This is an optimization exercise on Yosys and OpenROAD, whose aim is small area, not a production implementation. Function was checked by simulation only, so behaviour that the tests miss may differ from the original. Power is estimated from default activity; no workload was simulated.

Setup of JK:
==> flow/design.v <==
module bank_serializer #(
    parameter int DATA_WIDTH = 16,
    parameter int NUM_BANKS  = 40,
    parameter int OUT_WIDTH  = 1
) (
    input  logic                            clk,
    input  logic                            reset_n,
    input  logic [NUM_BANKS*DATA_WIDTH-1:0] s_data,
    input  logic                            s_valid,
    output logic                            s_ready,
    output logic [OUT_WIDTH*DATA_WIDTH-1:0] m_data,
    output logic [OUT_WIDTH-1:0]            m_keep,
    output logic                            m_valid,
    input  logic                            m_ready,
    output logic                            m_last,
    output logic [15:0]                     frames_done
);
    localparam int BEAT_W = $clog2(NUM_BANKS);
    localparam logic [BEAT_W-1:0] LAST_BEAT = BEAT_W'(NUM_BANKS - 1);
    localparam int DW = DATA_WIDTH;
    logic [NUM_BANKS*DW-1:0] x_reg, y_reg;
    logic              x_full;    
    logic              y_full;    
    logic              y_off;     
    logic              x_pol;     
    logic              y_pol;     
    logic [BEAT_W-1:0] beat;
    logic [15:0]       frames_done_reg;
    logic in_hs, out_hs, last_hs, is_last, xfer, y_shift, y_hold;
    assign s_ready     = !(x_full && y_full);
    assign m_valid     = x_full || y_full;
    assign m_keep      = m_valid;
    assign is_last     = (beat == LAST_BEAT);
    assign m_last      = m_valid && is_last;
    assign frames_done = frames_done_reg;
    assign in_hs   = s_valid && s_ready;
    assign out_hs  = m_valid && m_ready;
    assign last_hs = out_hs && is_last;
    assign xfer    = x_full && (!y_full || last_hs);
    assign y_shift = !xfer && out_hs;
    assign y_hold  = !xfer && !out_hs;
    always_ff @(posedge clk or negedge reset_n) begin
        if (!reset_n) begin
            x_full          <= 1'b0;
            y_full          <= 1'b0;
            beat            <= '0;
            frames_done_reg <= '0;
        end else begin
            x_full <= in_hs || (x_full && !xfer);
            y_full <= xfer || (y_full && !last_hs);
            if (last_hs) begin
                beat            <= '0;
                frames_done_reg <= frames_done_reg + 16'd1;
            end else if (out_hs) begin
                beat <= beat + 1'b1;
            end
        end
    end
    always_ff @(posedge clk) begin
        x_pol <= in_hs || !x_pol;
        y_pol <= xfer ? !x_pol : !y_pol;
        if (xfer) y_off <= !y_full && out_hs;
    end
    logic x_ld_n;
    assign x_ld_n = !in_hs;
    generate
        for (genvar b = 0; b < NUM_BANKS; b++) begin : g_bank
            localparam int NB = (b == NUM_BANKS - 1) ? b : b + 1;
            bs_xbank #(.W(DW)) u_x (
                .clk(clk), .d(s_data[b*DW +: DW]),
                .ld(in_hs), .ld_n(x_ld_n), .q(x_reg[b*DW +: DW]));
            bs_ybank #(.W(DW)) u_y (
                .clk(clk), .x(x_reg[b*DW +: DW]), .nxt(y_reg[NB*DW +: DW]),
                .t(xfer), .s(y_shift), .h(y_hold), .q(y_reg[b*DW +: DW]));
        end
    endgenerate
    logic sel_y0, sel_y1, sel_x0, out_inv;
    assign sel_y0  = y_full && !y_off;
    assign sel_y1  = y_full && y_off;
    assign sel_x0  = !y_full && x_full;
    assign out_inv = y_full ? !y_pol : (x_full ? !x_pol : 1'b1);
    for (genvar i = 0; i < DW; i++) begin : g_out
        bs_obit u_o (
            .a(y_reg[i]), .b(y_reg[DW + i]), .c(x_reg[i]),
            .sa(sel_y0), .sb(sel_y1), .sc(sel_x0), .inv(out_inv), .q(m_data[i]));
    end
endmodule
module bs_xbank #(
    parameter int W = 16
) (
    input  logic         clk,
    input  logic [W-1:0] d,
    input  logic         ld,
    input  logic         ld_n,
    output logic [W-1:0] q
);
    for (genvar i = 0; i < W; i++) begin : g_bit
        bs_xbit u_b (.clk(clk), .d(d[i]), .ld(ld), .ld_n(ld_n), .q(q[i]));
    end
endmodule
module bs_xbit (
    input  logic clk,
    input  logic d,
    input  logic ld,
    input  logic ld_n,
    output logic q
);
    always_ff @(posedge clk) q <= ~((d | ld_n) & (q | ld));
endmodule
module bs_ybank #(
    parameter int W = 16
) (
    input  logic         clk,
    input  logic [W-1:0] x,
    input  logic [W-1:0] nxt,
    input  logic         t,
    input  logic         s,
    input  logic         h,
    output logic [W-1:0] q
);
    for (genvar i = 0; i < W; i++) begin : g_bit
        bs_ybit u_b (.clk(clk), .x(x[i]), .nxt(nxt[i]), .t(t), .s(s), .h(h), .q(q[i]));
    end
endmodule
module bs_ybit (
    input  logic clk,
    input  logic x,
    input  logic nxt,
    input  logic t,
    input  logic s,
    input  logic h,
    output logic q
);
    always_ff @(posedge clk) q <= ~((x & t) | (nxt & s) | (q & h));
endmodule
module bs_obit (
    input  logic a,
    input  logic b,
    input  logic c,
    input  logic sa,
    input  logic sb,
    input  logic sc,
    input  logic inv,
    output logic q
);
    assign q = !((a & sa) | (b & sb) | (c & sc)) ^ inv;
endmodule
clock: 7.0 ns
lec_check: 0
cap_margin: 20
cell_pad_in_sites_detail_placement: 1
cell_pad_in_sites_global_placement: 1
core_margin: 2
core_utilization: 40
cts_buf_list: sky130_fd_sc_hd__clkbuf_8
cts_cluster_diameter: 70
cts_cluster_size: 16
setup_slack_margin: 0.2
slew_margin: 20
synth_hierarchical: 1
synth_minimum_keep_size: 0
standard.sh (not shown) runs the stock make flow with config.mk's settings and CLKGATE_MAP_FILE= SYNTH_SCRIPT=/design/flow/synth_recipe.tcl, a recipe that flattens the netlist after the stock synthesis.
==> flow/flow/run.sh <==
#!/bin/bash
# Own layout flow: the standard ORFS flow (standard.sh) with two changes:
#  - buffer_ports gives every input and output port the smallest buffer
#    (sky130_fd_sc_hd__buf_1) instead of the delay buffer it picks by default;
#  - clock tree synthesis uses clkbuf_8 on sink clusters of at most 16
#    flip-flops within 70 um, and inserts no dummy loads.
# The ORFS tools' own logs stay under orfs/logs; make's output goes to standard.log.
set -euo pipefail
export BUFFER_PORTS_ARGS="-buffer_cell sky130_fd_sc_hd__buf_1"
export CTS_ARGS="-sink_clustering_enable -repair_clock_nets -buf_list sky130_fd_sc_hd__clkbuf_8 -sink_clustering_size 16 -sink_clustering_max_diameter 70 -dont_use_dummy_load"
bash standard.sh > standard.log 2>&1
[inputs] MS vs JK
-- flow/flow/run.sh --
<<< JK, line 5
#  - clock tree synthesis uses clkbuf_8 on sink clusters of at most 16
#    flip-flops within 70 um, and inserts no dummy loads.
>>> MS, line 5
#  - clock tree synthesis uses clkbuf_4 on sink clusters of at most 10
#    flip-flops within 50 um, and inserts no dummy loads.
<<< JK, line 10
export CTS_ARGS="-sink_clustering_enable -repair_clock_nets -buf_list sky130_fd_sc_hd__clkbuf_8 -sink_clustering_size 16 -sink_clustering_max_diameter 70 -dont_use_dummy_load"
>>> MS, line 10
export CTS_ARGS="-sink_clustering_enable -repair_clock_nets -buf_list sky130_fd_sc_hd__clkbuf_4 -sink_clustering_size 10 -sink_clustering_max_diameter 50 -dont_use_dummy_load"
-- flow/config.mk --
<<< JK, line 8
export CAP_MARGIN = 20
>>> MS, line 8
export CAP_MARGIN = 10
<<< JK, line 13
export CTS_BUF_LIST = sky130_fd_sc_hd__clkbuf_8
export CTS_CLUSTER_DIAMETER = 70
export CTS_CLUSTER_SIZE = 16
>>> MS, line 13
export CTS_BUF_LIST = sky130_fd_sc_hd__clkbuf_4
export CTS_CLUSTER_DIAMETER = 50
export CTS_CLUSTER_SIZE = 10
<<< JK, line 17
export SLEW_MARGIN = 20
>>> MS, line 17
export SLEW_MARGIN = 10
### Flow results
- In MS the final instance count without filler cells turned out 47 higher than in JK.
- MS ends up with a total detailed-routing wirelength that is about 0.34% higher than in JK.
- Wire length of the first global-routing pass deteriorates in MS relative to JK.
- The static leakage power of MS and that of JK are within noise of each other.
- Between MS and JK, it is MS whose headroom to the max-slew limit is lower, by 9.1 points.
- Hold slack in MS is 57 ps lower than in JK
- From JK to MS the numbers moved as follows: total global-route track usage climbed 0.35 points, final clock skew rose 33 ps.
- Diff JK -> MS: final cell area excluding filler cells now sits lower, routed wire length on met3 grew by about 2.7%.

==> what the ideal ports hide <==
No port has a modelled driver above. Below, the same layouts with a new extraction and two added sets of constraints.
Step 1: set_driving_cell puts a clkbuf_16 on clk and a buf_2 on each other input, an assumption about the parent block.
Step 2 moves the port delays by t, midway between the first and last clock arrival at a register: inputs arrive t later, outputs are due t later. That takes back most of the time a late clock gives input paths.
a / b / c = no drivers / after step 1 / after step 2; a / b = the first two.
run | t (ns) | setup WS [ns] | worst setup path at the end | worst register clock-pin slew, ns | pins driven straight from the clock port
JK | 0.793 | 2.899 / 2.834 / 2.756 | input to register | 0.10 / 0.10 | 1
MS | 1.097 | 2.656 / 2.590 / 2.692 | input to register | 0.11 / 0.11 | 1
After both steps every run listed still meets setup and hold. For JK, which loses most, drivers alone change the setup slack by -0.065 ns; drivers and shift together by -0.143 ns.
